This design comes from an exercise in tuning for small area, a short achievable clock period and few clock cycles per item on the open sky130 flow, not from production work. The RTL was checked by simulation tests, not by an equivalence proof against the original design.

// sfp_norm_seq
module sfp_norm_seq #(
  parameter int COL = 8,
  parameter int BW_PSUM = 20,
  parameter int OUT_SHIFT = 8,
  parameter int SW = BW_PSUM + $clog2(COL),
  parameter int BW_OUT = OUT_SHIFT + 2
) (
  input  logic                      clk,
  input  logic                      reset,
  input  logic                      mode_signed,
  input  logic                      mode_dual,
  input  logic                      in_valid,
  output logic                      in_ready,
  input  logic [COL*BW_PSUM-1:0]    in_row,
  output logic [SW-1:0]             sum_out,
  output logic                      sum_out_valid,
  input  logic [SW:0]               sum_in,
  input  logic                      sum_in_valid,
  output logic                      out_valid,
  input  logic                      out_ready,
  output logic [COL*BW_OUT-1:0]     out_row,
  output logic                      busy
);
Size in the first run: ~16000 cells after synthesis, about 2600 flip-flops, ~300 I/O pins.
export LEC_CHECK = 0
export ABC_AREA = 1
export CAP_MARGIN = 5
export CORE_MARGIN = 2
export CORE_UTILIZATION = 60
export CTS_BUF_LIST = sky130_fd_sc_hd__clkbuf_8 sky130_fd_sc_hd__clkbuf_16
export CTS_CLUSTER_DIAMETER = 60
export CTS_CLUSTER_SIZE = 30
export SETUP_SLACK_MARGIN = 2.8
export SLEW_MARGIN = 5
create_clock -name core_clock -period 6.0 [get_ports {clk}]
run.sh (not shown) runs the stock make flow with config.mk's settings and CLKGATE_MAP_FILE= SYNTH_SCRIPT=/design/flow/synth_recipe.tcl, a recipe that flattens the netlist after the stock synthesis.
Testbench counts at the start, summed over its fixed seeds: cycles 1,368, rows 1,280.
Next try:
- CAP_MARGIN: 5 -> 20
- SETUP_SLACK_MARGIN: 2.8 -> 3.1
- SLEW_MARGIN: 5 -> 20
Final area is higher by a little under a tenth.
Die area stays the same.
Fmax grows by a few percent.
Register-to-register slack is better by 150 ps.
Next try:
- PLACE_DENSITY: unset -> 0.68
- SETUP_SLACK_MARGIN: 3.1 -> 2.8
Hold slack is better by 6.8 ps.
Global-route usage decreases by 1.7 points.
Worst setup slack is worse by 53 ps.
Die area stays the same.
Final area shrinks by a little under a tenth.
Wire length came out lower by a little under a tenth.
Next try:
- PLACE_DENSITY: 0.68 -> unset
Via count hardly moves.
Cell area stays flat.
Worst hold slack is worse by 5.2 ps.
Next try:
- CORE_UTILIZATION: 60 -> 50
- PLACE_DENSITY: unset -> 0.8
Outcome: The changed run passed the timing, design-rule and antenna checks; final cell count went up by a few percent; critical path depth decreases by 3; final area shrinks slightly; count of clock-buffer cells in the layout shrinks by 20; global-route usage fell by 7.2 points.

build 67:
sfp_norm_seq again, from the RTL that the note above started with.
clock: 6.0 ns
lec_check: 0
abc_area: 1
cap_margin: 20
core_margin: 2
core_utilization: 60
cts_buf_list: sky130_fd_sc_hd__clkbuf_8 sky130_fd_sc_hd__clkbuf_16
cts_cluster_diameter: 60
cts_cluster_size: 30
place_density: 0.85
setup_slack_margin: 2.8
slew_margin: 20
Build 67 completed; timing, DRC and antenna clean
Testbench counts of build 67, summed over its fixed seeds: cycles 1,368, rows 1,280.
## Diff of input files: build 54 against build 67
Settings: PLACE_DENSITY no longer set, was 0.85; SETUP_SLACK_MARGIN now 2.6, was 2.8.
[summary]
- Build 54 has completed all stages; timing, DRC and antenna checks passed.
- Build 54 against build 67: core utilization decreased by 0.80 points relative to the old numbers; required time at the worst-slack endpoint closely matched the old numbers.
> inputs changed (build 54 -> build 44)
Settings: TNS_END_PERCENT newly set to 30; SETUP_SLACK_MARGIN changed from 2.6 to 2.8.
Results
- Between build 44 and build 54, the difference in area after synthesis is negligible.
- In build 44, the relative area change from synthesis to final layout came out 2.1 points above the value in build 54.
- Going from build 54 to build 44, critical path depth was more or less identical, non-clock buffer area fraction after layout went up by 1.0 points.
- Diff build 44 and build 54: cell area after layout lower in build 54
- Between build 44 and build 54, final cycle utilization of the critical path is higher for build 54, build 44 comes in under that.
- Compared with build 54, in build 44 via count has increased; initial DRC count saw an increase.
Relative to build 44, the following input files were edited for build 35:
Settings: CORE_UTILIZATION now 55, was 60; TNS_END_PERCENT no longer set, was 30.
==> summary.txt <==
In build 35 relative to build 44, cell count after placement had gone up slightly. [compare] base=build 44 new=build 35: part of the cycle the worst path needs has decreased, count of clock-net buffers in the final layout picked up an extra 11%, routed wirelength normalized by instance count saw a decrease.

re-timing with driven ports:
In the flow no input, the clock included, has a driving cell. The finished layouts below were timed again as built, in two steps. Step 1 (the two cells are an assumption about what drives the block):
set clk [get_ports {clk}]
set_driving_cell -lib_cell sky130_fd_sc_hd__clkbuf_16 $clk
set_driving_cell -lib_cell sky130_fd_sc_hd__buf_2 [delete_from_list [all_inputs] $clk]
Step 2, shift: input delay + t, output delay - t, t = (earliest + latest rising clock arrival at the registers) / 2. This alone moves slack from input paths to output paths. Slacks: ideal / step 1 / step 2; pairs: ideal / step 1.
run | t, ns | setup WS [ns] | hold slack, ns | worst setup path after step 2 | worst register clock-pin slew, ns
the first run of note 1 | 1.043 | 2.680 / 2.680 / 1.792 | 0.376 / 0.376 / 0.376 | input to register | 0.11 / 0.11
the second run of note 1 | 1.048 | 2.835 / 2.835 / 1.859 | 0.375 / 0.375 / 0.375 | input to register | 0.11 / 0.11
the third run of note 1 | 1.020 | 2.783 / 2.725 / 1.750 | 0.382 / 0.382 / 0.382 | input to register | 0.10 / 0.10
the fourth run of note 1 | 1.043 | 2.680 / 2.680 / 1.792 | 0.376 / 0.376 / 0.376 | input to register | 0.11 / 0.11
the fifth run of note 1 | 0.995 | 2.798 / 2.739 / 1.869 | 0.384 / 0.384 / 0.384 | input to register | 0.11 / 0.11
build 67 | 1.011 | 2.665 / 2.665 / 1.834 | 0.398 / 0.398 / 0.398 | input to register | 0.11 / 0.11
build 54 | 1.050 | 2.588 / 2.589 / 1.632 | 0.377 / 0.377 / 0.377 | input to register | 0.11 / 0.11
build 44 | 1.042 | 2.608 / 2.661 / 1.642 | 0.373 / 0.373 / 0.373 | input to register | 0.11 / 0.11
build 35 | 1.038 | 2.754 / 2.735 / 1.784 | 0.410 / 0.410 / 0.410 | input to register | 0.10 / 0.10
After both steps every run listed still meets setup and hold. The setup slack of the third run of note 1, which loses most, moves by -0.058 ns with the drivers and by -1.033 ns with both steps.
